What follows belongs to an exercise in optimizing a design on an open flow for small area and a short achievable clock period; a production flow would make more cautious choices. Only simulation tests tie the RTL to the original design; equivalence was not proved. No activity file was given, so power comes from the tool's default toggle rates.

[flow/config.mk]
export PLATFORM = sky130hd
export DESIGN_NAME = mem_link_responder
export DESIGN_NICKNAME = mem_link_responder
export VERILOG_FILES = /design/flow/design.v
export SDC_FILE = /design/flow/constraint.sdc
export NUM_CORES = 4
export LEC_CHECK = 0
export CAP_MARGIN = 20
export CORE_MARGIN = 2
export CORE_UTILIZATION = 40
export SLEW_MARGIN = 20
[flow/constraint.sdc]
create_clock -name core_clock -period 5.2 [get_ports {clk_i}]
set_input_delay 1.0400 -clock core_clock [delete_from_list [all_inputs] [get_ports {clk_i}]]
set_output_delay 1.0400 -clock core_clock [all_outputs]
set_load 0.01 [all_outputs]
[flow/design.v]
package mem_link_pkg;
  localparam int LINK_W    = 68;
  localparam int DATA_W    = 64;
  localparam int V_BIT     = 64;
  localparam int LAST_BIT  = 65;
  localparam int READY_BIT = 66;
  localparam int RSVD_BIT  = 67;
  typedef struct packed {
    logic              rsvd;
    logic              ready_and;
    logic              last;
    logic              v;
    logic [DATA_W-1:0] data;
  } mem_link_t;
  typedef enum logic [3:0] {
    OP_READ  = 4'h0,
    OP_WRITE = 4'h1,
    OP_UNSUP = 4'hF
  } mem_op_e;
  typedef struct packed {
    logic [35:0] rsvd;
    logic [7:0]  id;
    logic [3:0]  len;
    logic [11:0] addr;
    logic [3:0]  opcode;
  } mem_hdr_t;
endpackage
import mem_link_pkg::*;
module mem_link_word_ram #(
  parameter int DEPTH = 16,
  parameter int AW    = 4
) (
  input  logic              clk_i,
  input  logic              clr_i,
  input  logic              we_i,
  input  logic [AW-1:0]     waddr_i,
  input  logic [DATA_W-1:0] wdata_i,
  input  logic [AW-1:0]     raddr_i,
  output logic [DATA_W-1:0] rdata_o
);
  logic [DATA_W-1:0] mem_q [DEPTH];
  always_ff @(posedge clk_i) begin
    if (clr_i) begin
      for (int i = 0; i < DEPTH; i++) begin
        mem_q[i] <= '0;
      end
    end else if (we_i) begin
      mem_q[waddr_i] <= wdata_i;
    end
  end
  assign rdata_o = mem_q[raddr_i];
endmodule
import mem_link_pkg::*;
module mem_link_responder #(
  parameter int DEPTH = 16
) (
  input  logic              clk_i,
  input  logic              reset_n_i,
  input  logic [LINK_W-1:0] mem_fwd_link_i,
  output logic [LINK_W-1:0] mem_fwd_link_o,
  output logic [LINK_W-1:0] mem_rev_link_o
);
  localparam int AW = (DEPTH > 1) ? $clog2(DEPTH) : 1;
  typedef enum logic [2:0] {
    IDLE    = 3'd0,
    RX_DATA = 3'd1,
    TX_HDR  = 3'd2,
    TX_DATA = 3'd3,
    DRAIN   = 3'd4
  } state_e;
  state_e            state_q, state_d;
  logic [3:0]        op_q, op_d;
  logic [AW-1:0]     addr_q, addr_d;
  logic [3:0]        len_q, len_d;
  logic [3:0]        cnt_q, cnt_d;
  logic [7:0]        id_q, id_d;
  logic              rdy_en_q;
  logic              fwd_v_s, fwd_last_s, rev_ready_s;
  logic              fwd_ready_s, fwd_xfer_s, rev_xfer_s, we_s;
  logic [DATA_W-1:0] fwd_data_s, rdata_s;
  logic [AW-1:0]     word_addr_s;
  mem_link_pkg::mem_hdr_t  hdr_s;
  mem_link_pkg::mem_link_t rev_s;
  logic              unused_s;
  logic [DATA_W-1:0] rsp_hdr_s;
  assign fwd_v_s     = mem_fwd_link_i[V_BIT];
  assign fwd_last_s  = mem_fwd_link_i[LAST_BIT];
  assign rev_ready_s = mem_fwd_link_i[READY_BIT];
  assign fwd_data_s  = mem_fwd_link_i[DATA_W-1:0];
  assign hdr_s       = mem_link_pkg::mem_hdr_t'(fwd_data_s);
  assign fwd_xfer_s  = fwd_v_s & fwd_ready_s;
  assign rev_xfer_s  = rev_s.v & rev_ready_s;
  assign word_addr_s = addr_q + AW'(cnt_q);
  assign rsp_hdr_s   = {36'd0, id_q, len_q, 12'd0,
                        ((op_q == OP_READ) || (op_q == OP_WRITE)) ? op_q : OP_UNSUP};
  assign unused_s    = ^{mem_fwd_link_i[RSVD_BIT], hdr_s.rsvd, hdr_s.addr};
  mem_link_word_ram #(
    .DEPTH (DEPTH),
    .AW    (AW)
  ) u_ram (
    .clk_i   (clk_i),
    .clr_i   (~reset_n_i),
    .we_i    (we_s),
    .waddr_i (word_addr_s),
    .wdata_i (fwd_data_s),
    .raddr_i (word_addr_s),
    .rdata_o (rdata_s)
  );
  always_comb begin
    state_d     = state_q;
    op_d        = op_q;
    addr_d      = addr_q;
    len_d       = len_q;
    id_d        = id_q;
    cnt_d       = cnt_q;
    we_s        = 1'b0;
    fwd_ready_s = 1'b0;
    rev_s       = '0;
    case (state_q)
      IDLE: begin
        fwd_ready_s = rdy_en_q;
        if (fwd_xfer_s) begin
          op_d   = hdr_s.opcode;
          addr_d = hdr_s.addr[AW-1:0];
          len_d  = hdr_s.len;
          id_d   = hdr_s.id;
          cnt_d  = 4'd0;
          if (hdr_s.opcode == OP_READ) begin
            state_d = TX_HDR;
          end else if (hdr_s.opcode == OP_WRITE) begin
            state_d = RX_DATA;
          end else if (fwd_last_s) begin
            state_d = TX_HDR;
          end else begin
            state_d = DRAIN;
          end
        end else begin
          state_d = IDLE;
        end
      end
      RX_DATA: begin
        fwd_ready_s = 1'b1;
        if (fwd_xfer_s) begin
          we_s = 1'b1;
          if (cnt_q == len_q) begin
            state_d = TX_HDR;
            cnt_d   = 4'd0;
          end else begin
            cnt_d = cnt_q + 4'd1;
          end
        end else begin
          state_d = RX_DATA;
        end
      end
      DRAIN: begin
        fwd_ready_s = 1'b1;
        if (fwd_xfer_s && fwd_last_s) begin
          state_d = TX_HDR;
        end else begin
          state_d = DRAIN;
        end
      end
      TX_HDR: begin
        rev_s.v    = 1'b1;
        rev_s.data = rsp_hdr_s;
        rev_s.last = (op_q != OP_READ);
        if (rev_xfer_s) begin
          state_d = (op_q == OP_READ) ? TX_DATA : IDLE;
          cnt_d   = 4'd0;
        end else begin
          state_d = TX_HDR;
        end
      end
      TX_DATA: begin
        rev_s.v    = 1'b1;
        rev_s.data = rdata_s;
        rev_s.last = (cnt_q == len_q);
        if (rev_xfer_s) begin
          if (cnt_q == len_q) begin
            state_d = IDLE;
          end else begin
            cnt_d = cnt_q + 4'd1;
          end
        end else begin
          state_d = TX_DATA;
        end
      end
      default: begin
        state_d = IDLE;
      end
    endcase
  end
  always_comb begin
    mem_fwd_link_o            = '0;
    mem_fwd_link_o[READY_BIT] = fwd_ready_s;
    mem_rev_link_o            = rev_s;
  end
  always_ff @(posedge clk_i) begin
    if (!reset_n_i) begin
      state_q  <= IDLE;
      op_q     <= 4'd0;
      addr_q   <= '0;
      len_q    <= 4'd0;
      cnt_q    <= 4'd0;
      id_q     <= 8'd0;
      rdy_en_q <= 1'b0;
    end else begin
      state_q  <= state_d;
      op_q     <= op_d;
      addr_q   <= addr_d;
      len_q    <= len_d;
      cnt_q    <= cnt_d;
      id_q     <= id_d;
      rdy_en_q <= 1'b1;
    end
  end
endmodule
[flow/run.sh]
#!/bin/bash
# synth_recipe.tcl (not shown) runs the flow's synth.tcl, then flattens the netlist and writes it again
# the make line also repeats each setting of config.mk as NAME=value (left out here)
make -C /OpenROAD-flow-scripts/flow DESIGN_CONFIG=/design/flow/config.mk WORK_HOME=/design/flow/orfs CLKGATE_MAP_FILE= SYNTH_SCRIPT=/design/flow/synth_recipe.tcl finish
==> results.txt <==
==> where the power goes <==
part,total (mW),internal [mW],switching [mW]
Sequential,9.64,9.56,0.0837
Clock,7.86,4.55,3.31
Combinational,2.08,0.951,1.13
Total,19.6,15.1,4.52
==> cell families (layout without fill, tap and decap cells) <==
kind of cell	count (synthesis)	in the layout	synth area share [%]
buffers and inverters	359	487	3.83
and+or+nand+nor	1372	1372	16.6
other	1	74	0.00774
AOI/OAI and AO/OA	98	98	1.61
DFF	1052	1052	64.6
xor gates and xnor gates	8	8	0.160
muxes	284	284	13.0
adders and majority gates	5	5	0.145
==> cells in the mapped netlist, types with 3 or more instances <==
| master | number | area share [%] |
|---|---|---|
| mux4_2 | 277 | 13 |
| and3_1 | 34 | 0.44 |
| edfxtp_1 | 1024 | 63 |
| a32o_1 | 9 | 0.19 |
| nand2_1 | 207 | 1.6 |
| nand2b_1 | 20 | 0.26 |
| mux2i_1 | 6 | 0.12 |
| xor2_1 | 5 | 0.090 |
| nor2_1 | 10 | 0.077 |
| o21ai_0 | 9 | 0.093 |
| clkbuf_1 | 162 | 1.3 |
| clkbuf_2 | 5 | 0.052 |
| buf_1 | 8 | 0.062 |
| buf_6 | 3 | 0.070 |
| a21oi_1 | 7 | 0.072 |
| nor3_1 | 5 | 0.052 |
| buf_4 | 104 | 1.6 |
| dfxtp_1 | 28 | 1.2 |
| nor4_2 | 4 | 0.10 |
| nor4_1 | 5 | 0.065 |
| and2_1 | 1045 | 13 |
| a21boi_0 | 20 | 0.31 |
| inv_1 | 4 | 0.031 |
| a211o_1 | 6 | 0.11 |
| buf_2 | 73 | 0.75 |
| o211ai_1 | 4 | 0.062 |
| ha_1 | 4 | 0.10 |
| nand3_1 | 32 | 0.33 |
| a311oi_1 | 27 | 0.49 |
==> worst max-delay path, cell delays in order (launching register included) <==
cell and delay, ps:
dfxtp_2 360, ha_4 170, fa_4 850, buf_12 170, buf_16 240, mux4_2 230
nand2_1 50, and3_1 200, a311oi_2 300, buf_4 210, clkdlybuf4s50_1 560
==> what timing repair did <==
action                     in CTS  in global routing
setup endpoints to repair      53                 33
cloned                          3                  0
resized for setup              28                  1
buffers inserted                7                  5
hold endpoints to repair        0                  0
pin swaps                       2                  3
==> registers in the layout (all words and copies together) (netlist names) <==
signal / count
u_ram.mem_q: 1024
len_q: 4
rdy_en_q: 1
id_q: 8
op_q: 4
cnt_q: 4
addr_q: 4
state_q: 3
==> worst max-delay path by stage <==
stage | start | cells after the start | end | slack (ps)
after floorplan | mem_fwd_link_i[64] | 6 | u_ram.mem_q[12][0] | 1160
after global placement | cnt_q[0] | 7 | mem_rev_link_o[52] | 400
after detailed placement | cnt_q[0] | 7 | mem_rev_link_o[52] | 400
after CTS | cnt_q[0] | 8 | mem_rev_link_o[1] | 2
after global routing | cnt_q[0] | 9 | mem_rev_link_o[15] | 10
final | cnt_q[0] | 10 | mem_rev_link_o[42] | 80
==> stage by stage <==
stage	setup slack (ps)	instances	util [%]	total power [mW]	area [um2]
CTS	1.76	4982	46.6	19.7	55900
detailed placement	403	4769	43.4	11.9	52000
finish	84.3	4992	46.7	19.6	56000
floorplan	1160	3247	-	11.2	48700
global placement	397	4768	43.4	11.8	52000
global route	10.4	4988	46.7	20.1	56000
==> layer usage <==
metal | track usage (%) | vias to the layer above | wire, um
met3 | 2.47 | 172 | 7790
met1 | 29.4 | 14007 | 56100
met2 | 37.4 | 945 | 68400
met4 | 5.81 | 0 | 3000
met5 | 0 | - | 0
li1 | - | 11677 | -
==> area by class of cell <==
| type | instances | area (um2) |
|---|---|---|
| fill | 10205 | 64000 |
| sequential | 1052 | 31300 |
| multi-input combinational | 1836 | 15900 |
| timing repair buffer | 280 | 3180 |
| clock buffer | 150 | 3030 |
| tap | 1612 | 2020 |
| clock inverter | 53 | 515 |
| inverter | 4 | 15.0 |
| antenna | 5 | 12.5 |
==> results.txt <==
DRC Markers 0; Startpoint Class register; Core Box Area between 100000 and 150000 um2; io pins a little over 200; Post-Syn Area ~48000 um2; Die X 352 um; Hold Crit Class reg -> reg; initial antenna violation count 9; Most used DFF post-synth edfxtp_1; PortBufs 135; RSZ-0062 raised after global routing false; number of synthesized flops with an enable pin just over 1000; final hold slack 465 ps; H-tree depth 3; leakage 20.0 nW; clk latency of the worst-skew pair 700 ps; status finished clean; largest net degree at the start of global routing between 60 and 70; final WL about 140 mm; CTS tree built; cells on worst reg2reg path 8; vias in the first global route ~28000; setup TNS 0 ps; Unique masters post-synth 55; max-cap viol count 0; Rows around 130; cells after synthesis approximately 3200; Ys Warns 2; Initial DRC Count about 2500; routed len/inst between 20 and 30 um; TritonRoute pass-1 iters 6; Num CTS Buffers between 100 and 150; DP HPWL ~73 mm; DIE HEIGHT around 350 um; max frequency 0.195 GHz; Crit Path Class reg -> out; Tcrit/Tclk final a little over nine tenths; Total GRT Usage between 20% and 30%; hold path endpoint id_q[4]; Hold Crit Start id_q[4]; Crit Reg-Reg Endpoint u_ram.mem_q[10][44]; via count around 27000; Synth Register Bits 1052; share of layout cells above drive strength 1 between 10% and 20%; Final min period between 5000 and 6000 ps; CP Data Arrival Time 4080 ps; required time worst endpoint 4160 ps; sequential area share after synthesis between 60% and 70%; asr flop ratio synth 0%; vias per inst between 5 and 6; Slew @ Worst Pin approximately 1100 ps; RePlAce Congestion about 0.75; first-pass GRT wire length between 150 and 200 mm; Reg clk slew, reported paths approximately 60 ps; Worst setup EP type primary output; Hold Crit Depth 2; Routed Antenna Nets 0; clk_skew 25.5 ps; fin nets between 3000 and 4000; Final Setup Violations 0; CTS Root Cell clkbuf_16; Area Growth Syn to Fin 15.5%; slew margin rel. a little over a quarter; flop2flop setup slack ~1400 ps; final number of max-transition violations 0; RR Startpoint cnt_q[0]; CTS max path bufs 3; commonest non-fill, non-tap cell in the layout and2_1; PwrDens 350 nW/um2; initial core utilization around two fifths; Max rail drop VDD roughly 0.27 mV; grt ovf 0; CP Max Fanout 39; Sink Count ~1100; die area 124000 um2; highest-count cells in the layout ignoring fill and taps and2_1 (1045), edfxtp_1 (1024), mux4_2 (277); cts hold-fix bufs 0; final hold viol count 0; Avg Cell Area, Syn about 15 um2

what the ideal ports hide:
The results above use ideal ports. As a check the final layout listed here was re-extracted and re-timed, cells and wires unchanged.
Step 1 (the two cells are an assumption about what drives the block):
set clk [get_ports {clk_i}]
set_driving_cell -lib_cell sky130_fd_sc_hd__clkbuf_16 $clk
set_driving_cell -lib_cell sky130_fd_sc_hd__buf_2 [delete_from_list [all_inputs] $clk]
Step 2 also shifts input and output timing later by t, the mid clock arrival at the registers, as if the neighbouring blocks saw the same clock.
a / b / c = no drivers / after step 1 / after step 2; a / b = the first two.
shift t [ns]: 0.764
slack for setup (ns): 0.084 / 0.008 / 0.771
worst setup path at the end: register to output
cell pins on the clock port's net: 1
After both steps this run still meets setup and hold. The setup slack of this run moves by -0.076 ns with the drivers and by +0.687 ns with both steps.
